From an optimization exercise on the open Yosys and OpenROAD flow, aimed at small area and a short achievable clock period; shortcuts taken in it are not production practice. RTL that was checked went through simulation tests only; none was proved equivalent to the original. Function not checked in run 2: the RTL went through the layout flow alone. No activity file was given, so power comes from the tool's default toggle rates.

==> design.v <==
module soc_riscv_apb_wait_gen (
  input  logic [32*16-1:0] w_n_i,
  output logic [15:0]      w_o
);
  always_comb begin
    w_o = '0;
    for (int i = 0; i < 32; i++) w_o = w_o | ~w_n_i[16*i +: 16];
  end
endmodule
module soc_riscv_apb_slave_mem (
  input  logic [1:0]  sel_i,
  input  logic [15:0] w0_i,
  input  logic [15:0] w1_i,
  output logic [15:0] w_n_o
);
  assign w_n_o = ~((w0_i & {16{sel_i[0]}}) | (w1_i & {16{sel_i[1]}}));
endmodule
module apb_slave_mem_top (
  input  logic        PCLK,
  input  logic        PRESET,
  input  logic        PSEL,
  input  logic        PENABLE,
  input  logic [2:0]  PPROT,
  input  logic        PWRITE,
  input  logic [1:0]  PSTRB,
  input  logic [9:0]  PADDR,
  input  logic [15:0] PWDATA,
  output logic [15:0] PRDATA,
  output logic        PREADY,
  output logic        PSLVERR
);
  logic ph1_q, ph2_q, ph3_q, busy_q;
  logic ready_q, slverr_q;
  logic accept, go_resp, bus_err;
  logic [7:0] bus_ra, bus_rb;
  logic        wpend_q, wpend_d, wfire_q, wfire_d;
  logic [1:0]  wslot_q, wslot_d;
  logic [7:0]  wra_q, wra_d, wfa_q, wrb0_q, wrb1_q;
  logic [15:0] wdat_q;
  logic [1:0]  rot_q;
  logic [15:0] s0_q [64], s1_q [64], s2_q [64], s3_q [64];
  logic        rd_hit;
  logic [15:0] rd_word, rhold_q, rdata_q;
  logic unused_pprot;
  assign unused_pprot = ^{PPROT[2], PPROT[0], PADDR[0]};
  assign accept  = !busy_q && PSEL && !PENABLE;
  assign go_resp = ph3_q && PSEL;
  assign bus_err = PADDR[9] || (PADDR[8] && PPROT[1]);
  always_comb begin
    for (int i = 0; i < 8; i++) begin
      bus_ra[i] = (PADDR[5:3] == 3'(i));
      bus_rb[i] = (PADDR[8:6] == 3'(i));
    end
  end
  always_ff @(posedge PCLK or posedge PRESET) begin
    if (PRESET) begin
      ph1_q    <= 1'b0;
      ph2_q    <= 1'b0;
      ph3_q    <= 1'b0;
      busy_q   <= 1'b0;
      ready_q  <= 1'b0;
      slverr_q <= 1'b0;
    end else begin
      ph1_q    <= accept;
      ph2_q    <= ph1_q && PSEL;
      ph3_q    <= ph2_q && PSEL;
      busy_q   <= accept || ((ph1_q || ph2_q) && PSEL);
      ready_q  <= go_resp;
      slverr_q <= go_resp && bus_err;
    end
  end
  always_ff @(posedge PCLK) begin
    rot_q <= rot_q + 2'd1;
  end
  assign wpend_d = (go_resp && PWRITE && !bus_err) || (wpend_q && !wfire_q);
  assign wslot_d = go_resp ? PADDR[2:1] : wslot_q;
  assign wra_d   = go_resp ? bus_ra : wra_q;
  assign wfire_d = wpend_d && (rot_q + 2'd2 == wslot_d);
  always_ff @(posedge PCLK) begin
    wpend_q <= wpend_d;
    wfire_q <= wfire_d;
    wslot_q <= wslot_d;
    wra_q   <= wra_d;
    wfa_q   <= wra_d & {8{wfire_d}};
  end
  always_ff @(posedge PCLK) begin
    if (go_resp) begin
      wrb0_q <= bus_rb & {8{PSTRB[0]}};
      wrb1_q <= bus_rb & {8{PSTRB[1]}};
      wdat_q <= PWDATA;
    end
  end
  always_ff @(posedge PCLK) begin
    for (int r = 0; r < 64; r++) begin
      s3_q[r] <= s0_q[r];
      s2_q[r] <= s3_q[r];
      s1_q[r] <= s2_q[r];
      s0_q[r] <= s1_q[r];
      if (wfa_q[r % 8] && wrb0_q[r / 8]) s0_q[r][7:0]  <= wdat_q[7:0];
      if (wfa_q[r % 8] && wrb1_q[r / 8]) s0_q[r][15:8] <= wdat_q[15:8];
    end
  end
  assign rd_hit = (rot_q == PADDR[2:1]);
  logic [63:0]      rd_sel;
  logic [32*16-1:0] rd_pair_n;
  always_comb begin
    for (int r = 0; r < 64; r++) rd_sel[r] = bus_ra[r % 8] && bus_rb[r / 8];
  end
  for (genvar p = 0; p < 32; p++) begin : g_rd_pair
    soc_riscv_apb_slave_mem u_pair (
      .sel_i(rd_sel[2*p +: 2]),
      .w0_i (s0_q[2*p]),
      .w1_i (s0_q[2*p+1]),
      .w_n_o(rd_pair_n[16*p +: 16])
    );
  end
  soc_riscv_apb_wait_gen u_rd_or (
    .w_n_i(rd_pair_n),
    .w_o(rd_word)
  );
  always_ff @(posedge PCLK) begin
    rhold_q <= rd_hit ? (bus_err ? 16'h0000 : rd_word) : rdata_q;
    rdata_q <= rd_hit ? (bus_err ? 16'h0000 : rd_word) : rhold_q;
  end
  assign PREADY  = ready_q;
  assign PSLVERR = slverr_q;
  assign PRDATA  = rdata_q;
endmodule
==> flow/run.sh <==
#!/bin/bash
# Own layout flow: the standard layout (standard.sh), with the slow
# complex cells (three- and four-high transistor stacks, 4:1 muxes, 4-input
# OR/NOR) also marked don't-use, so synthesis and timing repair build the
# read multiplexer from faster cells; the larger 2-2 AOIs are don't-use too,
# so the read multiplexer's first level stays at the smallest size. Make's full output goes to
# make_finish.log in the work folder; ORFS keeps each step's log under
# orfs/logs.
set -euo pipefail
DONT_USE=" sky130_fd_sc_hd__probe_p_8 sky130_fd_sc_hd__probec_p_8 sky130_fd_sc_hd__lpflow_bleeder_1 sky130_fd_sc_hd__lpflow_clkbufkapwr_1 sky130_fd_sc_hd__lpflow_clkbufkapwr_16 sky130_fd_sc_hd__lpflow_clkbufkapwr_2 sky130_fd_sc_hd__lpflow_clkbufkapwr_4 sky130_fd_sc_hd__lpflow_clkbufkapwr_8 sky130_fd_sc_hd__lpflow_clkinvkapwr_1 sky130_fd_sc_hd__lpflow_clkinvkapwr_16 sky130_fd_sc_hd__lpflow_clkinvkapwr_2 sky130_fd_sc_hd__lpflow_clkinvkapwr_4 sky130_fd_sc_hd__lpflow_clkinvkapwr_8 sky130_fd_sc_hd__lpflow_decapkapwr_12 sky130_fd_sc_hd__lpflow_decapkapwr_3 sky130_fd_sc_hd__lpflow_decapkapwr_4 sky130_fd_sc_hd__lpflow_decapkapwr_6 sky130_fd_sc_hd__lpflow_decapkapwr_8 sky130_fd_sc_hd__lpflow_inputiso0n_1 sky130_fd_sc_hd__lpflow_inputiso0p_1 sky130_fd_sc_hd__lpflow_inputiso1n_1 sky130_fd_sc_hd__lpflow_inputiso1p_1 sky130_fd_sc_hd__lpflow_inputisolatch_1 sky130_fd_sc_hd__lpflow_isobufsrc_1 sky130_fd_sc_hd__lpflow_isobufsrc_16 sky130_fd_sc_hd__lpflow_isobufsrc_2 sky130_fd_sc_hd__lpflow_isobufsrc_4 sky130_fd_sc_hd__lpflow_isobufsrc_8 sky130_fd_sc_hd__lpflow_isobufsrckapwr_16 sky130_fd_sc_hd__lpflow_lsbuf_lh_hl_isowell_tap_1 sky130_fd_sc_hd__lpflow_lsbuf_lh_hl_isowell_tap_2 sky130_fd_sc_hd__lpflow_lsbuf_lh_hl_isowell_tap_4 sky130_fd_sc_hd__lpflow_lsbuf_lh_isowell_4 sky130_fd_sc_hd__lpflow_lsbuf_lh_isowell_tap_1 sky130_fd_sc_hd__lpflow_lsbuf_lh_isowell_tap_2 sky130_fd_sc_hd__lpflow_lsbuf_lh_isowell_tap_4  sky130_fd_sc_hd__a2111o_1 sky130_fd_sc_hd__a2111o_2 sky130_fd_sc_hd__a2111o_4 sky130_fd_sc_hd__a2111oi_0 sky130_fd_sc_hd__a2111oi_1 sky130_fd_sc_hd__a2111oi_2 sky130_fd_sc_hd__a2111oi_4 sky130_fd_sc_hd__a221o_1 sky130_fd_sc_hd__a221o_2 sky130_fd_sc_hd__a221o_4 sky130_fd_sc_hd__a221oi_1 sky130_fd_sc_hd__a221oi_2 sky130_fd_sc_hd__a221oi_4 sky130_fd_sc_hd__a222oi_1 sky130_fd_sc_hd__a2bb2o_1 sky130_fd_sc_hd__a2bb2o_2 sky130_fd_sc_hd__a2bb2o_4 sky130_fd_sc_hd__a311o_1 sky130_fd_sc_hd__a311o_2 sky130_fd_sc_hd__a311o_4 sky130_fd_sc_hd__a311oi_1 sky130_fd_sc_hd__a311oi_2 sky130_fd_sc_hd__a311oi_4 sky130_fd_sc_hd__a31o_1 sky130_fd_sc_hd__a31o_2 sky130_fd_sc_hd__a31o_4 sky130_fd_sc_hd__a31oi_1 sky130_fd_sc_hd__a31oi_2 sky130_fd_sc_hd__a31oi_4 sky130_fd_sc_hd__a32o_1 sky130_fd_sc_hd__a32o_2 sky130_fd_sc_hd__a32o_4 sky130_fd_sc_hd__a32oi_1 sky130_fd_sc_hd__a32oi_2 sky130_fd_sc_hd__a32oi_4 sky130_fd_sc_hd__a41o_1 sky130_fd_sc_hd__a41o_2 sky130_fd_sc_hd__a41o_4 sky130_fd_sc_hd__a41oi_1 sky130_fd_sc_hd__a41oi_2 sky130_fd_sc_hd__a41oi_4 sky130_fd_sc_hd__mux4_1 sky130_fd_sc_hd__mux4_2 sky130_fd_sc_hd__mux4_4 sky130_fd_sc_hd__nor4_1 sky130_fd_sc_hd__nor4_2 sky130_fd_sc_hd__nor4_4 sky130_fd_sc_hd__o2111a_1 sky130_fd_sc_hd__o2111a_2 sky130_fd_sc_hd__o2111a_4 sky130_fd_sc_hd__o2111ai_1 sky130_fd_sc_hd__o2111ai_2 sky130_fd_sc_hd__o2111ai_4 sky130_fd_sc_hd__o221a_1 sky130_fd_sc_hd__o221a_2 sky130_fd_sc_hd__o221a_4 sky130_fd_sc_hd__o221ai_1 sky130_fd_sc_hd__o221ai_2 sky130_fd_sc_hd__o221ai_4 sky130_fd_sc_hd__o2bb2a_1 sky130_fd_sc_hd__o2bb2a_2 sky130_fd_sc_hd__o2bb2a_4 sky130_fd_sc_hd__o311a_1 sky130_fd_sc_hd__o311a_2 sky130_fd_sc_hd__o311a_4 sky130_fd_sc_hd__o311ai_0 sky130_fd_sc_hd__o311ai_1 sky130_fd_sc_hd__o311ai_2 sky130_fd_sc_hd__o311ai_4 sky130_fd_sc_hd__o31a_1 sky130_fd_sc_hd__o31a_2 sky130_fd_sc_hd__o31a_4 sky130_fd_sc_hd__o31ai_1 sky130_fd_sc_hd__o31ai_2 sky130_fd_sc_hd__o31ai_4 sky130_fd_sc_hd__o32a_1 sky130_fd_sc_hd__o32a_2 sky130_fd_sc_hd__o32a_4 sky130_fd_sc_hd__o32ai_1 sky130_fd_sc_hd__o32ai_2 sky130_fd_sc_hd__o32ai_4 sky130_fd_sc_hd__o41a_1 sky130_fd_sc_hd__o41a_2 sky130_fd_sc_hd__o41a_4 sky130_fd_sc_hd__o41ai_1 sky130_fd_sc_hd__o41ai_2 sky130_fd_sc_hd__o41ai_4 sky130_fd_sc_hd__or4_1 sky130_fd_sc_hd__or4_2 sky130_fd_sc_hd__or4_4  sky130_fd_sc_hd__nor4b_1 sky130_fd_sc_hd__nor4b_2 sky130_fd_sc_hd__nor4b_4 sky130_fd_sc_hd__nor4bb_1 sky130_fd_sc_hd__nor4bb_2 sky130_fd_sc_hd__nor4bb_4 sky130_fd_sc_hd__or4b_1 sky130_fd_sc_hd__or4b_2 sky130_fd_sc_hd__or4b_4 sky130_fd_sc_hd__or4bb_1 sky130_fd_sc_hd__or4bb_2 sky130_fd_sc_hd__or4bb_4 sky130_fd_sc_hd__a22oi_2 sky130_fd_sc_hd__a22oi_4"
bash standard.sh "DONT_USE_CELLS=$DONT_USE" finish > make_finish.log 2>&1
==> standard.sh <==
#!/bin/bash
# synth_recipe.tcl (not shown) runs the flow's synth.tcl, then flattens the netlist and writes it again
# the make line also repeats each setting of config.mk as NAME=value (left out here)
make -C /OpenROAD-flow-scripts/flow DESIGN_CONFIG=/design/flow/config.mk WORK_HOME=/design/flow/orfs CLKGATE_MAP_FILE= SYNTH_SCRIPT=/design/flow/synth_recipe.tcl "${@:-finish}"
==> config.mk <==
export PLATFORM = sky130hd
export DESIGN_NAME = apb_slave_mem_top
export DESIGN_NICKNAME = apb_slave_mem_top
export VERILOG_FILES = /design/flow/design.v
export SDC_FILE = /design/flow/constraint.sdc
export NUM_CORES = 4
export LEC_CHECK = 0
export CAP_MARGIN = 20
export CORE_MARGIN = 2
export CORE_UTILIZATION = 65
export CTS_CLUSTER_DIAMETER = 80
export CTS_CLUSTER_SIZE = 30
export SETUP_SLACK_MARGIN = 2.7
export SLEW_MARGIN = 20
export SYNTH_HIERARCHICAL = 1
==> constraint.sdc <==
create_clock -name core_clock -period 5.0 [get_ports {PCLK}]
set_input_delay 1.0000 -clock core_clock [delete_from_list [all_inputs] [get_ports {PCLK}]]
set_output_delay 1.0000 -clock core_clock [all_outputs]
set_load 0.01 [all_outputs]
==> results of run 1 <==
## synthesized netlist by cell type
library cell  number  share of area (%)
inv_1              6              0.022
or3b_1             2              0.017
nand2_4            1              0.011
buf_6             64               0.69
nand2_2            1             0.0060
nor3b_2            3              0.036
mux2_4             1              0.014
and2_1             2              0.012
or3b_2             1             0.0084
xnor2_1            2              0.017
o21ai_0            5              0.024
edfxtp_1          32               0.92
clkbuf_1         132               0.48
nand3_1            4              0.019
xor2_1             1             0.0084
buf_2             30               0.14
and3_1             1             0.0060
o22ai_2            1              0.012
nor3b_1            6              0.043
nand2_1          140               0.51
nor2_2             1             0.0060
clkbuf_2          64               0.31
nand4_1          144               0.87
a21o_1             1             0.0072
a22o_1            32               0.27
dfxtp_1         4150                 80
nand3b_1           6              0.043
a21oi_1            1             0.0048
or3_1              3              0.018
mux2_2          1024                 11
o21ai_2            4              0.034
xnor2_4            1              0.026
a22oi_1          512                3.7
nor2b_1            1             0.0060
a21bo_2            1             0.0096
nor2_1           148               0.53
dfrtp_1            6               0.14
## timing repair
item / 4_1_cts / 5_1_grt
hold endpoints to repair: 0 / 0
setup buffers: 102 / 13
pin swaps: 148 / 76
cloned: 19 / 0
gates resized for setup: 406 / 27
endpoints found under the setup margin: 81 / 70
## power by group
group          leakage [nW]  internal [mW]  switching [mW]
registers              33.8           33.7           0.107
logic                  9.68          0.211           0.258
clock network          2.09           6.02            9.35
total                  45.6           39.9            9.71
## layout by cell type, fill, tap and decap left out, types with 6 or more instances in the layout
cell and count:
dfrtp_1 6, clkbuf_1 24, clkbuf_16 164, nor2_4 45
dfxtp_4 19, a22o_1 32, nand2_1 137, buf_4 152
edfxtp_1 32, a22oi_1 512, nor2_2 32, nand4_1 144
buf_2 6, buf_12 34, mux2_2 1024, nor3b_1 6
nor2_1 72, buf_6 70, buf_8 11, clkdlybuf4s50_1 26
nand3b_1 6, dfxtp_1 4126
## flip-flops by register name, summed over array words and instances (netlist names), 16 cells and up
| signal | cells |
|---|---|
| rdata_q | 16 |
| s0_q | 1024 |
| s2_q | 1024 |
| s1_q | 1024 |
| s3_q | 1024 |
| rhold_q | 16 |
| wdat_q | 16 |
## worst max-delay path: stages
cell and delay, ns:
buf_12 0.11, nand3b_1 0.19, buf_12 0.17, buf_12 0.12, nor2_4 0.05, buf_8 0.16, buf_12 0.15, a22oi_1 0.25
nand4_1 0.39, nor2_2 0.31, nand4_1 0.16, a22o_1 0.20
## cell type report
cell class / instances / area, um^2
Inverter: 6 / 25.0
Timing Repair Buffer: 306 / 3250
Clock buffer: 188 / 4190
Clock inverter: 7 / 76.3
Sequential cell: 4188 / 84300
Multi-Input combinational cell: 2053 / 18500
Antenna cell: 5 / 12.5
Tap cell: 2072 / 2590
Fill cell: 10600 / 45600
## final timing paths
| path | slack, ns | cells after the start | endpoint |
|---|---|---|---|
| max in group asynchronous | 4.42 | 2 | ph3_q |
| min in group asynchronous | 0.39 | 2 | busy_q |
| worst max-delay path | 2.42 | 12 | rdata_q[0] |
| worst min-delay path | 0.32 | 0 | s2_q[22][6] |
| worst max register to register | 2.65 | 2 | s0_q[40][1] |
| worst min register to register | 0.32 | 0 | s2_q[22][6] |
## layer usage
layer | up-vias | wire, um | track usage [%]
met5 | - | 0 | 0
li1 | 22500 | - | -
met4 | 0 | 5620 | 7.02
met2 | 969 | 93900 | 39.5
met3 | 280 | 10900 | 3.85
met1 | 24100 | 106000 | 40.1
## Yosys stat by module, one instance, submodules excluded
module                   flip-flops and latches  cells inside  copies in the design
apb_slave_mem_top                          4188          5686                     1
soc_riscv_apb_wait_gen                        0           208                     1
soc_riscv_apb_slave_mem                       0            20                    32
## cells by family (layout without fill, tap and decap cells)
| kind of cell | after synthesis | after routing | synth area share (%) |
|---|---|---|---|
| DFF | 4188 | 4188 | 81.0 |
| muxes | 1025 | 1025 | 11.1 |
| AOI/OAI and AO/OA | 557 | 557 | 4.06 |
| and+or+nand+nor | 464 | 467 | 2.14 |
| buffers and inverters | 296 | 507 | 1.64 |
| xor gates and xnor gates | 4 | 4 | 0.0518 |
| other | 0 | 5 | 0 |
==> run summary, run 1 <==
die area 163000 um^2; Worst Path Max Fanout 8; RSZ-0062 raised after global routing true; Synthesis Warnings 16; Leak Pwr 45.6 nW; clk slew on worst S/H paths 0.11 ns; clk root buf clkbuf_16; pin count of the biggest net entering global routing 65; average via count per standard cell 5.42; latest clock arrival within the worst-skew pair 0.82 ns; initial core utilization 65.6%; utilization after layout 71.2%; period utilization 51.6%; Worst setup EP type flip-flop; Hold Crit Class flip-flop to flip-flop; max_cap viols 0; max frequency 0.388 GHz; Arrival @ worst endpoint 3.28 ns; Die X 404 um; Total GRT Usage 26.3%; FP Rows 146; Pre-Repair DR Iteration Count 5; DRC Markers 0; sequential share of the synthesized area 81.0%; CORE AREA 159000 um^2; Peak VDD IR 0.412 mV; Netlist cell types 37; HPWL after detailed placement 128 mm; DR iter-0 viols 3696; dpl ws 0.460 ns; hold_sp s3_q[22][6]; CP startpoint PADDR[4]; required time of the critical path 5.70 ns; Top Ports 54; # hold bufs at CTS 0; reg2reg start wfa_q[0]; share of cells above drive strength 1 23.8%; synthesized netlist cell count 6534; Routed WL per cell 24.6 um; Post-Syn Nets 6570; status finished clean; #FFs+latches synth 4188; deepest clock path buffer count 3; clk_skew 0.0281 ns; initial antenna violation count 14; Pwr Density 439 nW/um^2; Worst-Margin Slew 1.12 ns; Final ANT Viol Nets 0; Setup-failing EPs final 0; crit path launch type input pin; GPL Wtd Cong 0.801; setup ws final 2.42 ns; final slew viol count 0; Cell Area, Synth 104000 um^2; global-route wire length before repair 316 mm; # nets final 6748; Setup TNS Final 0 ns; CTS tree built; synthesis-to-finish area growth 8.68%; syn avg cell area 15.9 um^2; Buffers on Ports 50; Final Non-Filler Cells 8825; Post-Route WL 217 mm; CP Class input pin to flip-flop; Final Critical Period 2.58 ns; vias in the first global route 47900; dpl cells 8491; worst hold margin 0.318 ns; Placed Instance Area 106000 um^2; endpoints failing hold 0; CTS Sinks 4188; overall power 49.6 mW; # H-tree levels 4; Layout Cell Area excl Fill 113000 um^2; Die Ht 404 um; CTS buffer count 157; slew margin rel. 25.1%; via count 47900; remaining global-route overflow 0
==> inputs of run 2 (changes only) <==
--- a/design.v
+++ b/design.v
@@ -1,20 +1,3 @@
-module soc_riscv_apb_wait_gen (
-  input  logic [32*16-1:0] w_n_i,
-  output logic [15:0]      w_o
-);
-  always_comb begin
-    w_o = '0;
-    for (int i = 0; i < 32; i++) w_o = w_o | ~w_n_i[16*i +: 16];
-  end
-endmodule
-module soc_riscv_apb_slave_mem (
-  input  logic [1:0]  sel_i,
-  input  logic [15:0] w0_i,
-  input  logic [15:0] w1_i,
-  output logic [15:0] w_n_o
-);
-  assign w_n_o = ~((w0_i & {16{sel_i[0]}}) | (w1_i & {16{sel_i[1]}}));
-endmodule
 module apb_slave_mem_top (
   input  logic        PCLK,
   input  logic        PRESET,
@@ -101,23 +84,12 @@
     end
   end
   assign rd_hit = (rot_q == PADDR[2:1]);
-  logic [63:0]      rd_sel;
-  logic [32*16-1:0] rd_pair_n;
   always_comb begin
-    for (int r = 0; r < 64; r++) rd_sel[r] = bus_ra[r % 8] && bus_rb[r / 8];
+    rd_word = '0;
+    for (int r = 0; r < 64; r++) begin
+      rd_word = rd_word | (s0_q[r] & {16{bus_ra[r % 8] && bus_rb[r / 8]}});
+    end
   end
-  for (genvar p = 0; p < 32; p++) begin : g_rd_pair
-    soc_riscv_apb_slave_mem u_pair (
-      .sel_i(rd_sel[2*p +: 2]),
-      .w0_i (s0_q[2*p]),
-      .w1_i (s0_q[2*p+1]),
-      .w_n_o(rd_pair_n[16*p +: 16])
-    );
-  end
-  soc_riscv_apb_wait_gen u_rd_or (
-    .w_n_i(rd_pair_n),
-    .w_o(rd_word)
-  );
   always_ff @(posedge PCLK) begin
     rhold_q <= rd_hit ? (bus_err ? 16'h0000 : rd_word) : rdata_q;
     rdata_q <= rd_hit ? (bus_err ? 16'h0000 : rd_word) : rhold_q;
==> flow/run.sh (replaced) <==
#!/bin/bash
# Own layout flow: the standard layout (standard.sh), with the slow
# complex cells (three- and four-high transistor stacks, 4:1 muxes, 4-input
# OR/NOR) also marked don't-use, so synthesis and timing repair build the
# read multiplexer from faster cells. Make's full output goes to
# make_finish.log in the work folder; ORFS keeps each step's log under
# orfs/logs.
set -euo pipefail
DONT_USE=" sky130_fd_sc_hd__probe_p_8 sky130_fd_sc_hd__probec_p_8 sky130_fd_sc_hd__lpflow_bleeder_1 sky130_fd_sc_hd__lpflow_clkbufkapwr_1 sky130_fd_sc_hd__lpflow_clkbufkapwr_16 sky130_fd_sc_hd__lpflow_clkbufkapwr_2 sky130_fd_sc_hd__lpflow_clkbufkapwr_4 sky130_fd_sc_hd__lpflow_clkbufkapwr_8 sky130_fd_sc_hd__lpflow_clkinvkapwr_1 sky130_fd_sc_hd__lpflow_clkinvkapwr_16 sky130_fd_sc_hd__lpflow_clkinvkapwr_2 sky130_fd_sc_hd__lpflow_clkinvkapwr_4 sky130_fd_sc_hd__lpflow_clkinvkapwr_8 sky130_fd_sc_hd__lpflow_decapkapwr_12 sky130_fd_sc_hd__lpflow_decapkapwr_3 sky130_fd_sc_hd__lpflow_decapkapwr_4 sky130_fd_sc_hd__lpflow_decapkapwr_6 sky130_fd_sc_hd__lpflow_decapkapwr_8 sky130_fd_sc_hd__lpflow_inputiso0n_1 sky130_fd_sc_hd__lpflow_inputiso0p_1 sky130_fd_sc_hd__lpflow_inputiso1n_1 sky130_fd_sc_hd__lpflow_inputiso1p_1 sky130_fd_sc_hd__lpflow_inputisolatch_1 sky130_fd_sc_hd__lpflow_isobufsrc_1 sky130_fd_sc_hd__lpflow_isobufsrc_16 sky130_fd_sc_hd__lpflow_isobufsrc_2 sky130_fd_sc_hd__lpflow_isobufsrc_4 sky130_fd_sc_hd__lpflow_isobufsrc_8 sky130_fd_sc_hd__lpflow_isobufsrckapwr_16 sky130_fd_sc_hd__lpflow_lsbuf_lh_hl_isowell_tap_1 sky130_fd_sc_hd__lpflow_lsbuf_lh_hl_isowell_tap_2 sky130_fd_sc_hd__lpflow_lsbuf_lh_hl_isowell_tap_4 sky130_fd_sc_hd__lpflow_lsbuf_lh_isowell_4 sky130_fd_sc_hd__lpflow_lsbuf_lh_isowell_tap_1 sky130_fd_sc_hd__lpflow_lsbuf_lh_isowell_tap_2 sky130_fd_sc_hd__lpflow_lsbuf_lh_isowell_tap_4  sky130_fd_sc_hd__a2111o_1 sky130_fd_sc_hd__a2111o_2 sky130_fd_sc_hd__a2111o_4 sky130_fd_sc_hd__a2111oi_0 sky130_fd_sc_hd__a2111oi_1 sky130_fd_sc_hd__a2111oi_2 sky130_fd_sc_hd__a2111oi_4 sky130_fd_sc_hd__a221o_1 sky130_fd_sc_hd__a221o_2 sky130_fd_sc_hd__a221o_4 sky130_fd_sc_hd__a221oi_1 sky130_fd_sc_hd__a221oi_2 sky130_fd_sc_hd__a221oi_4 sky130_fd_sc_hd__a222oi_1 sky130_fd_sc_hd__a2bb2o_1 sky130_fd_sc_hd__a2bb2o_2 sky130_fd_sc_hd__a2bb2o_4 sky130_fd_sc_hd__a311o_1 sky130_fd_sc_hd__a311o_2 sky130_fd_sc_hd__a311o_4 sky130_fd_sc_hd__a311oi_1 sky130_fd_sc_hd__a311oi_2 sky130_fd_sc_hd__a311oi_4 sky130_fd_sc_hd__a31o_1 sky130_fd_sc_hd__a31o_2 sky130_fd_sc_hd__a31o_4 sky130_fd_sc_hd__a31oi_1 sky130_fd_sc_hd__a31oi_2 sky130_fd_sc_hd__a31oi_4 sky130_fd_sc_hd__a32o_1 sky130_fd_sc_hd__a32o_2 sky130_fd_sc_hd__a32o_4 sky130_fd_sc_hd__a32oi_1 sky130_fd_sc_hd__a32oi_2 sky130_fd_sc_hd__a32oi_4 sky130_fd_sc_hd__a41o_1 sky130_fd_sc_hd__a41o_2 sky130_fd_sc_hd__a41o_4 sky130_fd_sc_hd__a41oi_1 sky130_fd_sc_hd__a41oi_2 sky130_fd_sc_hd__a41oi_4 sky130_fd_sc_hd__mux4_1 sky130_fd_sc_hd__mux4_2 sky130_fd_sc_hd__mux4_4 sky130_fd_sc_hd__nor4_1 sky130_fd_sc_hd__nor4_2 sky130_fd_sc_hd__nor4_4 sky130_fd_sc_hd__o2111a_1 sky130_fd_sc_hd__o2111a_2 sky130_fd_sc_hd__o2111a_4 sky130_fd_sc_hd__o2111ai_1 sky130_fd_sc_hd__o2111ai_2 sky130_fd_sc_hd__o2111ai_4 sky130_fd_sc_hd__o221a_1 sky130_fd_sc_hd__o221a_2 sky130_fd_sc_hd__o221a_4 sky130_fd_sc_hd__o221ai_1 sky130_fd_sc_hd__o221ai_2 sky130_fd_sc_hd__o221ai_4 sky130_fd_sc_hd__o2bb2a_1 sky130_fd_sc_hd__o2bb2a_2 sky130_fd_sc_hd__o2bb2a_4 sky130_fd_sc_hd__o311a_1 sky130_fd_sc_hd__o311a_2 sky130_fd_sc_hd__o311a_4 sky130_fd_sc_hd__o311ai_0 sky130_fd_sc_hd__o311ai_1 sky130_fd_sc_hd__o311ai_2 sky130_fd_sc_hd__o311ai_4 sky130_fd_sc_hd__o31a_1 sky130_fd_sc_hd__o31a_2 sky130_fd_sc_hd__o31a_4 sky130_fd_sc_hd__o31ai_1 sky130_fd_sc_hd__o31ai_2 sky130_fd_sc_hd__o31ai_4 sky130_fd_sc_hd__o32a_1 sky130_fd_sc_hd__o32a_2 sky130_fd_sc_hd__o32a_4 sky130_fd_sc_hd__o32ai_1 sky130_fd_sc_hd__o32ai_2 sky130_fd_sc_hd__o32ai_4 sky130_fd_sc_hd__o41a_1 sky130_fd_sc_hd__o41a_2 sky130_fd_sc_hd__o41a_4 sky130_fd_sc_hd__o41ai_1 sky130_fd_sc_hd__o41ai_2 sky130_fd_sc_hd__o41ai_4 sky130_fd_sc_hd__or4_1 sky130_fd_sc_hd__or4_2 sky130_fd_sc_hd__or4_4 "
bash standard.sh "DONT_USE_CELLS=$DONT_USE" finish > make_finish.log 2>&1
--- a/config.mk
+++ b/config.mk
@@ -12,4 +12,3 @@
 export CTS_CLUSTER_SIZE = 30
 export SETUP_SLACK_MARGIN = 2.7
 export SLEW_MARGIN = 20
-export SYNTH_HIERARCHICAL = 1
==> run summary, run 2 <==
status finished clean (unchanged); share of cells above drive strength 1 28.8% (was 23.8%); FP Rows 148 (was 146); dpl cells 9131 (was 8491); Final Critical Period 2.57 ns (was 2.58 ns); CTS tree built (unchanged); reg2reg start wfa_q[5] (was wfa_q[0]); remaining global-route overflow 0 (unchanged); most frequent cells in the layout dfxtp_1 (4129), mux2_2 (1038), nand3_1 (367), buf_4 (286), clkbuf_16 (178) (was dfxtp_1 (4126), mux2_2 (1024), a22oi_1 (512), clkbuf_16 (164), buf_4 (152)); cell with the most instances after synthesis dfxtp_1 (unchanged); cell taking the most area after synthesis dfxtp_1 (unchanged); # hold bufs at CTS 0 (unchanged); GPL Wtd Cong 0.874 (was 0.801); Worst-Margin Slew 1.19 ns (was 1.12 ns); Pwr Density 421 nW/um^2 (was 439 nW/um^2); sequential share of the synthesized area 79.0% (was 81.0%); endpoints failing hold 0 (unchanged); max frequency 0.390 GHz (was 0.388 GHz); initial core utilization 65.5% (was 65.6%); # H-tree levels 4 (unchanged); Top Ports 54 (unchanged); clk slew on worst S/H paths 0.11 ns (about the same); #FFs+latches synth 4188 (unchanged); # nets final 7492 (was 6748); HPWL after detailed placement 186 mm (was 128 mm); multi-input logic area 23400 um^2 (was 18500 um^2); synthesized netlist cell count 7065 (was 6534); synthesis-to-finish area growth 13.8% (was 8.68%); CP max stage cell nor4b_4 (was nand4_1); DR iter-0 viols 7835 (was 3696); DRC Markers 0 (unchanged); deepest clock path buffer count 3 (unchanged); Hold Crit Class flip-flop to flip-flop (unchanged); Arrival @ worst endpoint 3.33 ns (was 3.28 ns); Worst setup EP type flip-flop (unchanged); CTS buffer count 157 (unchanged); CP startpoint PADDR[8] (was PADDR[4]); fill count 10200 (was 10600); Post-synth top cells dfxtp_1 (4150), mux2_2 (1041), nand3_1 (410) (was dfxtp_1 (4150), mux2_2 (1024), a22oi_1 (512)); Post-Route WL 324 mm (was 217 mm); Setup TNS Final 0 ns (unchanged); Total GRT Usage 37.0% (was 26.3%); delay-heaviest family, CP buffers and inverters (was simple AND/OR/NAND/NOR gates); vias in the first global route 54800 (was 47900); slew margin rel. 20.5% (was 25.1%); die area 167000 um^2 (was 163000 um^2); CORE AREA 163000 um^2 (was 159000 um^2); required time of the critical path 5.76 ns (was 5.70 ns); Cell Area, Synth 107000 um^2 (was 104000 um^2); initial antenna violation count 27 (was 14); Routed WL per cell 33.5 um (was 24.6 um); period utilization 51.3% (was 51.6%); RSZ-0062 raised after global routing true (unchanged); Setup-failing EPs final 0 (unchanged); Netlist cell types 57 (was 37); global-route wire length before repair 431 mm (was 316 mm); via count 58400 (was 47900); overall power 51.0 mW (was 49.6 mW); final slew viol count 0 (unchanged); max_cap viols 0 (unchanged); Final ANT Viol Nets 0 (unchanged); Peak VDD IR 0.394 mV (was 0.412 mV); average via count per standard cell 6.04 (was 5.42); Die X 409 um (was 404 um); WP buf/inv 8 (was 5); Sequential Area 84300 um^2 (about the same); syn avg cell area 15.1 um^2 (was 15.9 um^2); Die Ht 409 um (was 404 um); commonest non-fill, non-tap cell in the layout dfxtp_1 (unchanged); crit path launch type input pin (unchanged); Worst Path Max Fanout 5 (was 8); CTS Sinks 4188 (unchanged); post-synth top area share 77.9% (was 79.9%); Layout Cell Area excl Fill 121000 um^2 (was 113000 um^2); hold_sp s2_q[42][11] (was s3_q[22][6]); Placed Instance Area 110000 um^2 (was 106000 um^2); CP Class input pin to flip-flop (unchanged); most common flop cell mapped by yosys dfxtp_1 (unchanged); Pre-Repair DR Iteration Count 6 (was 5); CP max stage delay 0.45 ns (was 0.39 ns); latest clock arrival within the worst-skew pair 0.86 ns (was 0.82 ns); Post-Syn Nets 7101 (was 6570); pin count of the biggest net entering global routing 65 (unchanged); Post-synth EDFFs 32 (unchanged); Synthesis Warnings 5 (was 16); CP cell instances buf_16, buf_12, buf_12, buf_6, nor4b_4, clkbuf_16, buf_16, buf_4, nand3_1, and4b_1, nand4_1, buf_6, a211oi_2, a21oi_1 (was buf_12, nand3b_1, buf_12, buf_12, nor2_4, buf_8, buf_12, a22oi_1, nand4_1, nor2_2, nand4_1, a22o_1); clk_skew 0.0452 ns (was 0.0281 ns); Final Non-Filler Cells 9666 (was 8825); clk root buf clkbuf_16 (unchanged); top post-synthesis cells by area dfxtp_1 (78%), mux2_2 (11%), nand3_1 (1.9%) (was dfxtp_1 (80%), mux2_2 (11%), a22oi_1 (3.7%)); Leak Pwr 49.6 nW (was 45.6 nW); asr flop ratio synth 0.143% (unchanged); Buffers on Ports 50 (unchanged)
[run 2: cell types whose count changed in the layout (fill, tap and decap cells not counted), moves of 38 or more]
| cell | change |
|---|---|
| a22oi_1 | -395 |
| nand3_1 | +365 |
| and3_1 | +141 |
| buf_4 | +134 |
| nor2_1 | -49 |
| a22oi_2 | +41 |
| and4_1 | +40 |
| nand3_2 | +38 |
[run 2: what timing repair did]
item | 4_1_cts | 5_1_grt
resized for setup | 521 | 208
gates cloned | 40 | 12
pin swaps | 105 | 137
endpoints found under the setup margin | 563 | 164
buffers inserted | 184 | 105
[run 2: final cells by class]
class	instances	share of cell area, %
multi-input cells	2557	19.3
clock inverters	7	0.0454
inverters	5	0.0186
clock buffers	180	3.49
well taps	2175	2.24
diodes	7	0.0144
repair buffers	547	5.47
flip-flops and latches	4188	69.4
[run 2: worst reg2reg max path: cells and delay by family, from the launching register on]
family,cells,cell delay [ns]
buffers and inverters,2,0.77
DFF,1,0.67
muxes,1,0.30
and+or+nand+nor,1,0.54
[run 2: where the power goes]
group          leakage, nW  switching (mW)  internal (mW)
Combinational         13.6           0.721          0.501
Clock                 2.11            9.66           6.09
Sequential            33.8           0.189           33.9
[run 2: kinds of logic after synthesis]
kind of cell,after synthesis,synth area share (%)
multiplexers,1061,11.2
buffers and inverters,333,1.32
flip-flops,4188,79.0
XOR/XNOR,5,0.0411
AND/OR/NAND/NOR,1190,6.54
AO/OA/AOI/OAI,288,1.94
[run 2: path summary, 6_finish.rpt]
kind | to | slack [ns] | depth (start not counted)
max in group asynchronous | busy_q | 4.46 | 2
hold reg to reg | s1_q[42][11] | 0.31 | 0
hold / removal | s1_q[42][11] | 0.31 | 0
min in group asynchronous | ph2_q | 0.36 | 2
setup reg to reg | s0_q[5][14] | 2.61 | 4
setup / recovery | rdata_q[11] | 2.43 | 14
[run 2: metrics by stage]
stage / utilization (%) / worst slack (ns) / hold slack (ns)
3_5_place_dp: 67.9 / 0.533 / 0.312
2_1_floorplan: - / 2.23 / 0.310
4_1_cts: 73.2 / 2.45 / 0.319
6_report: 74.6 / 2.43 / 0.314
3_3_place_gp: 67.8 / 0.588 / 0.309
5_1_grt: 74.6 / 2.46 / 0.330
[run 2: per-layer routing]
metal  part of all wire [%]  wire length [um]  global-route usage (%)  up-vias
met5                  0.074               241                   0.747        -
met4                    4.5             14600                    13.4       12
met3                     11             36400                    10.2      693
met2                     41            133000                    51.7     3185
met1                     43            140000                    55.0    29600
li1                       -                 -                       -    24900
==> inputs of run 3 (changes only) <==
--- a/design.v
+++ b/design.v
@@ -1,3 +1,20 @@
+module soc_riscv_apb_wait_gen (
+  input  logic [32*16-1:0] w_i,
+  output logic [15:0]      w_o
+);
+  always_comb begin
+    w_o = '0;
+    for (int i = 0; i < 32; i++) w_o = w_o | w_i[16*i +: 16];
+  end
+endmodule
+module soc_riscv_apb_slave_mem (
+  input  logic [1:0]  sel_i,
+  input  logic [15:0] w0_i,
+  input  logic [15:0] w1_i,
+  output logic [15:0] w_o
+);
+  assign w_o = (w0_i & {16{sel_i[0]}}) | (w1_i & {16{sel_i[1]}});
+endmodule
 module apb_slave_mem_top (
   input  logic        PCLK,
   input  logic        PRESET,
@@ -84,12 +101,23 @@
     end
   end
   assign rd_hit = (rot_q == PADDR[2:1]);
+  logic [63:0]      rd_sel;
+  logic [32*16-1:0] rd_pair;
   always_comb begin
-    rd_word = '0;
-    for (int r = 0; r < 64; r++) begin
-      rd_word = rd_word | (s0_q[r] & {16{bus_ra[r % 8] && bus_rb[r / 8]}});
-    end
+    for (int r = 0; r < 64; r++) rd_sel[r] = bus_ra[r % 8] && bus_rb[r / 8];
   end
+  for (genvar p = 0; p < 32; p++) begin : g_rd_pair
+    soc_riscv_apb_slave_mem u_pair (
+      .sel_i(rd_sel[2*p +: 2]),
+      .w0_i (s0_q[2*p]),
+      .w1_i (s0_q[2*p+1]),
+      .w_o  (rd_pair[16*p +: 16])
+    );
+  end
+  soc_riscv_apb_wait_gen u_rd_or (
+    .w_i(rd_pair),
+    .w_o(rd_word)
+  );
   always_ff @(posedge PCLK) begin
     rhold_q <= rd_hit ? (bus_err ? 16'h0000 : rd_word) : rdata_q;
     rdata_q <= rd_hit ? (bus_err ? 16'h0000 : rd_word) : rhold_q;
--- a/config.mk
+++ b/config.mk
@@ -12,3 +12,4 @@
 export CTS_CLUSTER_SIZE = 30
 export SETUP_SLACK_MARGIN = 2.7
 export SLEW_MARGIN = 20
+export SYNTH_HIERARCHICAL = 1
==> run summary, run 3 <==
Die Ht 408 um (was 409 um); Setup crit end rhold_q[15] (was rdata_q[11]); CP startpoint PADDR[4] (was PADDR[8]); commonest non-fill, non-tap cell in the layout dfxtp_1 (unchanged); utilization after layout 70.5% (was 74.6%); multi-input logic area 20500 um^2 (was 23400 um^2); average via count per standard cell 5.29 (was 6.04); GPL Wtd Cong 0.801 (was 0.874); slew margin rel. 26.4% (was 20.5%); max frequency 0.375 GHz (was 0.390 GHz); Levels on crit path 10 (was 14); worst hold margin 0.318 ns (was 0.314 ns); Netlist cell types 39 (was 57); #FFs+latches synth 4188 (unchanged); # nets final 6813 (was 7492); clk slew on worst S/H paths 0.11 ns (about the same); cell taking the most area after synthesis dfxtp_1 (unchanged); fill count 11000 (was 10200); # hold bufs at CTS 0 (unchanged); delay-heaviest family, CP simple AND/OR/NAND/NOR gates (was buffers and inverters); Peak VDD IR 0.370 mV (was 0.394 mV); Worst-Margin Slew 1.10 ns (was 1.19 ns); Routed WL per cell 24.1 um (was 33.5 um); Buffers on Ports 50 (unchanged); CTS Sinks 4188 (unchanged); Setup TNS Final 0 ns (unchanged); period utilization 53.4% (was 51.3%); most common flop cell mapped by yosys dfxtp_1 (unchanged); FP Rows 148 (unchanged); post-synth top area share 78.5% (was 77.9%); clk_skew 0.0248 ns (was 0.0452 ns); deepest clock path buffer count 3 (unchanged); CP max stage cell or4b_4 (was nor4b_4); Total GRT Usage 25.6% (was 37.0%); WP buf/inv 3 (was 8); RSZ-0062 raised after global routing true (unchanged); most frequent cells in the layout dfxtp_1 (4126), mux2_2 (1024), a22o_1 (341), a22o_2 (182), nor2_1 (168) (was dfxtp_1 (4129), mux2_2 (1038), nand3_1 (367), buf_4 (286), clkbuf_16 (178)); Pre-Repair DR Iteration Count 7 (was 6); remaining global-route overflow 0 (unchanged); Top Ports 54 (unchanged); DRC Markers 0 (unchanged); Final ANT Viol Nets 0 (unchanged); Sequential Area 84300 um^2 (about the same); reg2reg start ph3_q (was wfa_q[5]); Worst setup EP type flip-flop (unchanged); initial antenna violation count 13 (was 27); crit path launch type input pin (unchanged); # H-tree levels 4 (unchanged); CTS tree built (unchanged); cell with the most instances after synthesis dfxtp_1 (unchanged); vias in the first global route 48000 (was 54800); global-route wire length before repair 317 mm (was 431 mm); Cell Area, Synth 106000 um^2 (was 107000 um^2); share of cells above drive strength 1 27.5% (was 28.8%); Post-Syn Nets 6698 (was 7101); CTS buffer count 157 (unchanged); Worst Path Max Fanout 8 (was 5); asr flop ratio synth 0.143% (unchanged); syn avg cell area 15.9 um^2 (was 15.1 um^2); synthesis-to-finish area growth 8.03% (was 13.8%); Synthesis Warnings 16 (was 5); R2R setup slack 2.80 ns (was 2.61 ns); die area 166000 um^2 (was 167000 um^2); Post-synth EDFFs 32 (unchanged); Leak Pwr 46.8 nW (was 49.6 nW); top post-synthesis cells by area dfxtp_1 (78%), mux2_2 (11%), a22o_1 (2.9%) (was dfxtp_1 (78%), mux2_2 (11%), nand3_1 (1.9%)); Post-synth top cells dfxtp_1 (4150), mux2_2 (1024), a22o_1 (352) (was dfxtp_1 (4150), mux2_2 (1041), nand3_1 (410)); synthesized netlist cell count 6662 (was 7065); max_cap viols 0 (unchanged); Die X 408 um (was 409 um); HPWL after detailed placement 132 mm (was 186 mm); Arrival @ worst endpoint 3.40 ns (was 3.33 ns); endpoints failing hold 0 (unchanged); overall power 49.6 mW (was 51.0 mW); RR Endpoint wdat_q[12] (was s0_q[5][14]); final slew viol count 0 (unchanged); CP cell instances buf_8, nand3b_1, buf_6, nor2_4, buf_8, a22o_4, nor2_4, nand4_1, or4b_4, a22o_1 (was buf_16, buf_12, buf_12, buf_6, nor4b_4, clkbuf_16, buf_16, buf_4, nand3_1, and4b_1, nand4_1, buf_6, a211oi_2, a21oi_1); latest clock arrival within the worst-skew pair 0.82 ns (was 0.86 ns); Setup-failing EPs final 0 (unchanged); r2r worst-path depth 3 (was 4); sequential share of the synthesized area 79.5% (was 79.0%); Final Critical Period 2.67 ns (was 2.57 ns); CORE AREA 162000 um^2 (was 163000 um^2); DR iter-0 viols 3227 (was 7835); Post-Route WL 217 mm (was 324 mm); initial core utilization 65.2% (was 65.5%); CP max stage delay 0.64 ns (was 0.45 ns); required time of the critical path 5.73 ns (was 5.76 ns); Pwr Density 434 nW/um^2 (was 421 nW/um^2); Hold Crit Class flip-flop to flip-flop (unchanged); status finished clean (unchanged); clk root buf clkbuf_16 (unchanged); via count 47500 (was 58400); CP Class input pin to flip-flop (unchanged); pin count of the biggest net entering global routing 65 (unchanged)
run 3: worst min-delay path by stage:
stage | start | end | slack, ns | depth (start not counted)
floorplan | s2_q[0][0] | s1_q[0][0] | 0.31 | 0
global placement | s2_q[3][1] | s1_q[3][1] | 0.31 | 0
detailed placement | s3_q[31][15] | s2_q[31][15] | 0.31 | 0
CTS | s2_q[45][15] | s1_q[45][15] | 0.31 | 0
global route | s2_q[45][15] | s1_q[45][15] | 0.32 | 0
finish | s2_q[45][15] | s1_q[45][15] | 0.32 | 0
run 3: report_power, final:
part	leakage [nW]	switching [mW]	internal, mW
logic	10.9	0.237	0.180
registers	33.8	0.107	33.7
clock network	2.09	9.36	6.03
run 3: worst register-to-register path, cell delays in order, from the launching register on:
cell and delay (ns):
dfrtp_1 0.66, nand2_4 0.31, inv_2 0.46, buf_6 0.41
run 3: routing by layer:
metal	track usage, %	routed length (um)	vias to the layer above
li1	-	-	22600
met4	5.52	4280	6
met5	0	40	-
met2	40.2	97200	804
met3	3.43	8950	249
met1	38.3	106000	23800
run 3: final cells by class:
cell class	count	area share [%]
flip-flops and latches	4188	73.7
multi-input cells	2179	17.9
clock buffers	183	3.67
well taps	2175	2.38
repair buffers	245	2.24
clock inverters	7	0.0580
inverters	6	0.0197
diodes	6	0.0131
run 3: stage by stage:
| step | cells | setup WS [ns] | instance area, um^2 |
|---|---|---|---|
| floorplan | 6662 | 2.06 | 106000 |
| global placement | 8728 | 0.461 | 108000 |
| detailed placement | 8729 | 0.429 | 108000 |
| CTS | 8965 | 2.42 | 114000 |
| global route | 8984 | 2.35 | 114000 |
| finish | 8989 | 2.33 | 114000 |
run 3: cell families (layout without fill, tap and decap cells):
family          Yosys count  count (layout)  share of synthesized area [%]
compound gates          557             557                           4.82
other cells               0               6                              0
flops                  4188            4188                           79.5
xor+xnor                  4               4                         0.0508
mux                    1025            1025                           10.9
buf+inv                 296             441                           2.11
simple gates            592             593                           2.57
run 3: Yosys stat by module, one instance, submodules excluded:
module	flops+latches	area (um^2)
apb_slave_mem_top	4188	97900
soc_riscv_apb_slave_mem	0	196
soc_riscv_apb_wait_gen	0	1640
run 3: repair_timing:
action | 4_1_cts | 5_1_grt
cloned | 15 | 5
endpoints found under the setup margin | 66 | 71
pin swaps | 90 | 70
setup buffers | 31 | 12
resized for setup | 459 | 117
==> inputs of run 4 (changes only) <==
--- a/design.v
+++ b/design.v
@@ -1,19 +1,19 @@
 module soc_riscv_apb_wait_gen (
-  input  logic [32*16-1:0] w_i,
+  input  logic [32*16-1:0] w_n_i,
   output logic [15:0]      w_o
 );
   always_comb begin
     w_o = '0;
-    for (int i = 0; i < 32; i++) w_o = w_o | w_i[16*i +: 16];
+    for (int i = 0; i < 32; i++) w_o = w_o | ~w_n_i[16*i +: 16];
   end
 endmodule
 module soc_riscv_apb_slave_mem (
   input  logic [1:0]  sel_i,
   input  logic [15:0] w0_i,
   input  logic [15:0] w1_i,
-  output logic [15:0] w_o
+  output logic [15:0] w_n_o
 );
-  assign w_o = (w0_i & {16{sel_i[0]}}) | (w1_i & {16{sel_i[1]}});
+  assign w_n_o = ~((w0_i & {16{sel_i[0]}}) | (w1_i & {16{sel_i[1]}}));
 endmodule
 module apb_slave_mem_top (
   input  logic        PCLK,
@@ -102,7 +102,7 @@
   end
   assign rd_hit = (rot_q == PADDR[2:1]);
   logic [63:0]      rd_sel;
-  logic [32*16-1:0] rd_pair;
+  logic [32*16-1:0] rd_pair_n;
   always_comb begin
     for (int r = 0; r < 64; r++) rd_sel[r] = bus_ra[r % 8] && bus_rb[r / 8];
   end
@@ -111,11 +111,11 @@
       .sel_i(rd_sel[2*p +: 2]),
       .w0_i (s0_q[2*p]),
       .w1_i (s0_q[2*p+1]),
-      .w_o  (rd_pair[16*p +: 16])
+      .w_n_o(rd_pair_n[16*p +: 16])
     );
   end
   soc_riscv_apb_wait_gen u_rd_or (
-    .w_i(rd_pair),
+    .w_n_i(rd_pair_n),
     .w_o(rd_word)
   );
   always_ff @(posedge PCLK) begin
==> flow/run.sh (replaced) <==
#!/bin/bash
# Own layout flow: the standard layout (standard.sh), with the slow
# complex cells (three- and four-high transistor stacks, 4:1 muxes, 4-input
# OR/NOR) also marked don't-use, so synthesis and timing repair build the
# read multiplexer from faster cells, and with timing repair free to resize a
# cell to one of another width (MATCH_CELL_FOOTPRINT 0, which the platform
# sets to 1). Make's full output goes to
# make_finish.log in the work folder; ORFS keeps each step's log under
# orfs/logs.
set -euo pipefail
DONT_USE=" sky130_fd_sc_hd__probe_p_8 sky130_fd_sc_hd__probec_p_8 sky130_fd_sc_hd__lpflow_bleeder_1 sky130_fd_sc_hd__lpflow_clkbufkapwr_1 sky130_fd_sc_hd__lpflow_clkbufkapwr_16 sky130_fd_sc_hd__lpflow_clkbufkapwr_2 sky130_fd_sc_hd__lpflow_clkbufkapwr_4 sky130_fd_sc_hd__lpflow_clkbufkapwr_8 sky130_fd_sc_hd__lpflow_clkinvkapwr_1 sky130_fd_sc_hd__lpflow_clkinvkapwr_16 sky130_fd_sc_hd__lpflow_clkinvkapwr_2 sky130_fd_sc_hd__lpflow_clkinvkapwr_4 sky130_fd_sc_hd__lpflow_clkinvkapwr_8 sky130_fd_sc_hd__lpflow_decapkapwr_12 sky130_fd_sc_hd__lpflow_decapkapwr_3 sky130_fd_sc_hd__lpflow_decapkapwr_4 sky130_fd_sc_hd__lpflow_decapkapwr_6 sky130_fd_sc_hd__lpflow_decapkapwr_8 sky130_fd_sc_hd__lpflow_inputiso0n_1 sky130_fd_sc_hd__lpflow_inputiso0p_1 sky130_fd_sc_hd__lpflow_inputiso1n_1 sky130_fd_sc_hd__lpflow_inputiso1p_1 sky130_fd_sc_hd__lpflow_inputisolatch_1 sky130_fd_sc_hd__lpflow_isobufsrc_1 sky130_fd_sc_hd__lpflow_isobufsrc_16 sky130_fd_sc_hd__lpflow_isobufsrc_2 sky130_fd_sc_hd__lpflow_isobufsrc_4 sky130_fd_sc_hd__lpflow_isobufsrc_8 sky130_fd_sc_hd__lpflow_isobufsrckapwr_16 sky130_fd_sc_hd__lpflow_lsbuf_lh_hl_isowell_tap_1 sky130_fd_sc_hd__lpflow_lsbuf_lh_hl_isowell_tap_2 sky130_fd_sc_hd__lpflow_lsbuf_lh_hl_isowell_tap_4 sky130_fd_sc_hd__lpflow_lsbuf_lh_isowell_4 sky130_fd_sc_hd__lpflow_lsbuf_lh_isowell_tap_1 sky130_fd_sc_hd__lpflow_lsbuf_lh_isowell_tap_2 sky130_fd_sc_hd__lpflow_lsbuf_lh_isowell_tap_4  sky130_fd_sc_hd__a2111o_1 sky130_fd_sc_hd__a2111o_2 sky130_fd_sc_hd__a2111o_4 sky130_fd_sc_hd__a2111oi_0 sky130_fd_sc_hd__a2111oi_1 sky130_fd_sc_hd__a2111oi_2 sky130_fd_sc_hd__a2111oi_4 sky130_fd_sc_hd__a221o_1 sky130_fd_sc_hd__a221o_2 sky130_fd_sc_hd__a221o_4 sky130_fd_sc_hd__a221oi_1 sky130_fd_sc_hd__a221oi_2 sky130_fd_sc_hd__a221oi_4 sky130_fd_sc_hd__a222oi_1 sky130_fd_sc_hd__a2bb2o_1 sky130_fd_sc_hd__a2bb2o_2 sky130_fd_sc_hd__a2bb2o_4 sky130_fd_sc_hd__a311o_1 sky130_fd_sc_hd__a311o_2 sky130_fd_sc_hd__a311o_4 sky130_fd_sc_hd__a311oi_1 sky130_fd_sc_hd__a311oi_2 sky130_fd_sc_hd__a311oi_4 sky130_fd_sc_hd__a31o_1 sky130_fd_sc_hd__a31o_2 sky130_fd_sc_hd__a31o_4 sky130_fd_sc_hd__a31oi_1 sky130_fd_sc_hd__a31oi_2 sky130_fd_sc_hd__a31oi_4 sky130_fd_sc_hd__a32o_1 sky130_fd_sc_hd__a32o_2 sky130_fd_sc_hd__a32o_4 sky130_fd_sc_hd__a32oi_1 sky130_fd_sc_hd__a32oi_2 sky130_fd_sc_hd__a32oi_4 sky130_fd_sc_hd__a41o_1 sky130_fd_sc_hd__a41o_2 sky130_fd_sc_hd__a41o_4 sky130_fd_sc_hd__a41oi_1 sky130_fd_sc_hd__a41oi_2 sky130_fd_sc_hd__a41oi_4 sky130_fd_sc_hd__mux4_1 sky130_fd_sc_hd__mux4_2 sky130_fd_sc_hd__mux4_4 sky130_fd_sc_hd__nor4_1 sky130_fd_sc_hd__nor4_2 sky130_fd_sc_hd__nor4_4 sky130_fd_sc_hd__o2111a_1 sky130_fd_sc_hd__o2111a_2 sky130_fd_sc_hd__o2111a_4 sky130_fd_sc_hd__o2111ai_1 sky130_fd_sc_hd__o2111ai_2 sky130_fd_sc_hd__o2111ai_4 sky130_fd_sc_hd__o221a_1 sky130_fd_sc_hd__o221a_2 sky130_fd_sc_hd__o221a_4 sky130_fd_sc_hd__o221ai_1 sky130_fd_sc_hd__o221ai_2 sky130_fd_sc_hd__o221ai_4 sky130_fd_sc_hd__o2bb2a_1 sky130_fd_sc_hd__o2bb2a_2 sky130_fd_sc_hd__o2bb2a_4 sky130_fd_sc_hd__o311a_1 sky130_fd_sc_hd__o311a_2 sky130_fd_sc_hd__o311a_4 sky130_fd_sc_hd__o311ai_0 sky130_fd_sc_hd__o311ai_1 sky130_fd_sc_hd__o311ai_2 sky130_fd_sc_hd__o311ai_4 sky130_fd_sc_hd__o31a_1 sky130_fd_sc_hd__o31a_2 sky130_fd_sc_hd__o31a_4 sky130_fd_sc_hd__o31ai_1 sky130_fd_sc_hd__o31ai_2 sky130_fd_sc_hd__o31ai_4 sky130_fd_sc_hd__o32a_1 sky130_fd_sc_hd__o32a_2 sky130_fd_sc_hd__o32a_4 sky130_fd_sc_hd__o32ai_1 sky130_fd_sc_hd__o32ai_2 sky130_fd_sc_hd__o32ai_4 sky130_fd_sc_hd__o41a_1 sky130_fd_sc_hd__o41a_2 sky130_fd_sc_hd__o41a_4 sky130_fd_sc_hd__o41ai_1 sky130_fd_sc_hd__o41ai_2 sky130_fd_sc_hd__o41ai_4 sky130_fd_sc_hd__or4_1 sky130_fd_sc_hd__or4_2 sky130_fd_sc_hd__or4_4  sky130_fd_sc_hd__nor4b_1 sky130_fd_sc_hd__nor4b_2 sky130_fd_sc_hd__nor4b_4 sky130_fd_sc_hd__nor4bb_1 sky130_fd_sc_hd__nor4bb_2 sky130_fd_sc_hd__nor4bb_4 sky130_fd_sc_hd__or4b_1 sky130_fd_sc_hd__or4b_2 sky130_fd_sc_hd__or4b_4 sky130_fd_sc_hd__or4bb_1 sky130_fd_sc_hd__or4bb_2 sky130_fd_sc_hd__or4bb_4 "
bash standard.sh "DONT_USE_CELLS=$DONT_USE" MATCH_CELL_FOOTPRINT=0 finish > make_finish.log 2>&1
==> run summary, run 4 <==
CTS tree built (unchanged); Die Ht 409 um (was 408 um); Worst setup EP type flip-flop (unchanged); RSZ-0062 raised after global routing true (unchanged); R2R setup slack 2.74 ns (was 2.80 ns); r2r worst-path depth 2 (was 3); max_cap viols 0 (unchanged); Total GRT Usage 25.7% (was 25.6%); combinational power share 0.9% (was 0.8%); crit path launch type input pin (unchanged); clk slew on worst S/H paths 0.11 ns (about the same); CORE AREA 163000 um^2 (was 162000 um^2); Sw Pwr 9.76 mW (was 9.70 mW); CTS Sinks 4188 (unchanged); Buffers on Ports 50 (unchanged); most common flop cell mapped by yosys dfxtp_1 (unchanged); CP cell instances buf_16, buf_6, or3b_4, buf_6, nor2_4, buf_12, buf_12, buf_4, a22oi_2, nand4_1, nor2_4, nand4_1, a22o_1 (was buf_8, nand3b_1, buf_6, nor2_4, buf_8, a22o_4, nor2_4, nand4_1, or4b_4, a22o_1); pin count of the biggest net entering global routing 65 (unchanged); Setup TNS Final 0 ns (unchanged); slew margin rel. 22.3% (was 26.4%); CP Class input pin to flip-flop (unchanged); Pre-Repair DR Iteration Count 5 (was 7); most frequent cells in the layout dfxtp_1 (4126), mux2_2 (1024), a22oi_2 (323), clkbuf_16 (175), a22oi_1 (157) (was dfxtp_1 (4126), mux2_2 (1024), a22o_1 (341), a22o_2 (182), nor2_1 (168)); utilization after layout 70.9% (was 70.5%); Peak VDD IR 0.408 mV (was 0.370 mV); Leak Pwr 46.5 nW (was 46.8 nW); asr flop ratio synth 0.143% (unchanged); synthesized netlist cell count 6534 (was 6662); CTS buffer count 157 (unchanged); initial core utilization 65.4% (was 65.2%); GPL Wtd Cong 0.797 (was 0.801); period utilization 50.5% (was 53.4%); Post-Syn Nets 6570 (was 6698); average via count per standard cell 5.30 (was 5.29); Worst-Margin Slew 1.17 ns (was 1.10 ns); Internal Power 40.0 mW (was 39.9 mW); Cell Area, Synth 107000 um^2 (was 106000 um^2); initial antenna violation count 15 (was 13); DRC Markers 0 (unchanged); hold depth 0 (unchanged); Post-synth top cells dfxtp_1 (4150), mux2_2 (1024), a22oi_2 (288) (was dfxtp_1 (4150), mux2_2 (1024), a22o_1 (352)); reg2reg start wfa_q[0] (was ph3_q); die area 167000 um^2 (was 166000 um^2); clk_skew 0.0349 ns (was 0.0248 ns); Pwr Density 432 nW/um^2 (was 434 nW/um^2); cell with the most instances after synthesis dfxtp_1 (unchanged); clock network power share 31.2% (was 31.0%); # nets final 6736 (was 6813); status finished clean (unchanged); Hold Crit Class flip-flop to flip-flop (unchanged); cell taking the most area after synthesis dfxtp_1 (unchanged); FP Rows 148 (unchanged); #FFs+latches synth 4188 (unchanged); Post-synth EDFFs 32 (unchanged); Arrival @ worst endpoint 3.24 ns (was 3.40 ns); HPWL after detailed placement 130 mm (was 132 mm); RR Endpoint s0_q[16][9] (was wdat_q[12]); post-synth top area share 78.0% (was 78.5%); global-route wire length before repair 319 mm (was 317 mm); syn avg cell area 16.3 um^2 (was 15.9 um^2); Post-Route WL 215 mm (was 217 mm); synthesis-to-finish area growth 8.29% (was 8.03%); delay-heaviest family, CP simple AND/OR/NAND/NOR gates (unchanged); Seq pwr share 67.9% (was 68.1%); Setup-failing EPs final 0 (unchanged); vias in the first global route 48500 (was 48000); Routed WL per cell 24.2 um (was 24.1 um); top post-synthesis cells by area dfxtp_1 (78%), mux2_2 (11%), a22oi_2 (3.4%) (was dfxtp_1 (78%), mux2_2 (11%), a22o_1 (2.9%)); clk root buf clkbuf_16 (unchanged); WP buf/inv 6 (was 3); CP max stage delay 0.34 ns (was 0.64 ns); fill count 10700 (was 11000); remaining global-route overflow 0 (unchanged); max frequency 0.396 GHz (was 0.375 GHz); DR iter-0 viols 3326 (was 3227); latest clock arrival within the worst-skew pair 0.83 ns (was 0.82 ns); Final Critical Period 2.53 ns (was 2.67 ns); share of cells above drive strength 1 29.4% (was 27.5%); required time of the critical path 5.71 ns (was 5.73 ns); hold_sp s2_q[3][9] (was s2_q[45][15]); multi-input logic area 20800 um^2 (was 20500 um^2); CP max stage cell nor2_4 (was or4b_4); Netlist cell types 39 (unchanged); commonest non-fill, non-tap cell in the layout dfxtp_1 (unchanged); endpoints failing hold 0 (unchanged); Top Ports 54 (unchanged); Sequential Area 84300 um^2 (about the same); # hold bufs at CTS 0 (unchanged); Final ANT Viol Nets 0 (unchanged); via count 47200 (was 47500); hold endpoint s1_q[3][9] (was s1_q[45][15]); sequential share of the synthesized area 79.0% (was 79.5%); Die X 409 um (was 408 um); Worst Path Max Fanout 6 (was 8); Synthesis Warnings 16 (unchanged); final slew viol count 0 (unchanged); # H-tree levels 4 (unchanged); Switching Share 19.6% (about the same); deepest clock path buffer count 3 (unchanged)
-- run 4: cell families (layout without fill, tap and decap cells) --
| logic type | after synthesis | after routing | synth area share (%) |
|---|---|---|---|
| xor gates and xnor gates | 4 | 4 | 0.0505 |
| AOI/OAI and AO/OA | 557 | 557 | 5.73 |
| buffers and inverters | 296 | 493 | 2.24 |
| muxes | 1025 | 1025 | 10.8 |
| other | 0 | 4 | 0 |
| and+or+nand+nor | 464 | 469 | 2.09 |
| DFF | 4188 | 4188 | 79.0 |
-- run 4: area by class of cell --
type / count / share of cell area (%)
sequential: 4188 / 73.1
multi-input combinational: 2055 / 18.0
clock buffer: 190 / 3.74
timing repair buffer: 292 / 2.77
tap: 2175 / 2.36
clock inverter: 5 / 0.0445
inverter: 6 / 0.0217
antenna: 4 / 0.00868
-- run 4: power groups by stage --
stage	clock, mW	sequential, mW	combinational (mW)
final	15.5	33.8	0.462
after global routing	17.0	33.8	0.481
after CTS	15.8	33.8	0.455
after detailed placement	0	34.6	0.373
after global placement	0	34.6	0.368
after floorplan	0	34.5	0.246
-- run 4: worst max path at each step --
stage	start	endpoint	slack, ns	cells after the start
after global routing	PADDR[3]	rhold_q[10]	2.51	14
after detailed placement	PADDR[8]	rhold_q[1]	0.35	10
final	PADDR[8]	rhold_q[6]	2.47	13
after CTS	rdata_q[11]	PRDATA[11]	2.56	1
after floorplan	PADDR[7]	rdata_q[5]	2.50	11
after global placement	PADDR[8]	rdata_q[1]	0.37	10
-- run 4: metal layers --
metal / wire (um) / up-vias / GRT usage, %
met1: 108000 / 23700 / 39.2
met5: 8 / - / 0
met3: 8260 / 218 / 3.04
met4: 4340 / 2 / 5.73
li1: - / 22500 / -
met2: 95000 / 818 / 39.4
-- run 4: modules after synthesis (local to each module, per instance) --
| module | times used | area, um^2 |
|---|---|---|
| apb_slave_mem_top | 1 | 97900 |
| soc_riscv_apb_slave_mem | 32 | 233 |
| soc_riscv_apb_wait_gen | 1 | 1140 |
-- run 4: timing repair --
action                     4_1_cts  5_1_grt
cloned                          11        1
buffers inserted                86        4
setup endpoints to repair       65       50
gates resized for setup        351       16
pin swaps                      106       65
-- run 4: stage by stage --
stage | power, mW | hold slack, ns | cells | instance area [um^2] | worst slack (ns)
after floorplan | 34.8 | 0.310 | 6534 | 107000 | 2.50
after global placement | 34.9 | 0.310 | 8614 | 109000 | 0.367
after detailed placement | 34.9 | 0.312 | 8614 | 109000 | 0.355
after CTS | 50.1 | 0.324 | 8906 | 115000 | 2.56
after global routing | 51.3 | 0.325 | 8911 | 115000 | 2.51
final | 49.8 | 0.320 | 8915 | 115000 | 2.47

## static timing again, ports no longer ideal
How much do the figures lean on ideal ports? The routed layouts below were timed once more, with nothing changed but the port constraints. Step 1, drivers: a clkbuf_16 drives PCLK and a buf_2 each remaining input, both assumed. Step 2 moves the port delays by t, midway between the first and last clock arrival at a register: inputs arrive t later, outputs are due t later. That takes back most of the time a late clock gives input paths. Three values: ideal ports, drivers, drivers and shift; two values: the first two.
| run | t (ns) | setup slack, ns | worst setup path at the end | worst data-port slew with drivers (ns) | cell pins on the clock port's net |
|---|---|---|---|---|---|
| run 1 | 0.893 | 2.422 / 2.282 / 1.389 | input to register | 0.25 | 1 |
| run 2 | 0.928 | 2.434 / 2.217 / 1.288 | input to register | 0.37 | 1 |
| run 3 | 0.898 | 2.331 / 2.288 / 1.390 | input to register | 0.17 | 1 |
| run 4 | 0.907 | 2.474 / 2.430 / 1.524 | input to register | 0.24 | 1 |
After both steps setup and hold are still met in every run listed. For run 2, which loses most, drivers alone change the setup slack by -0.217 ns; drivers and shift together by -1.146 ns.
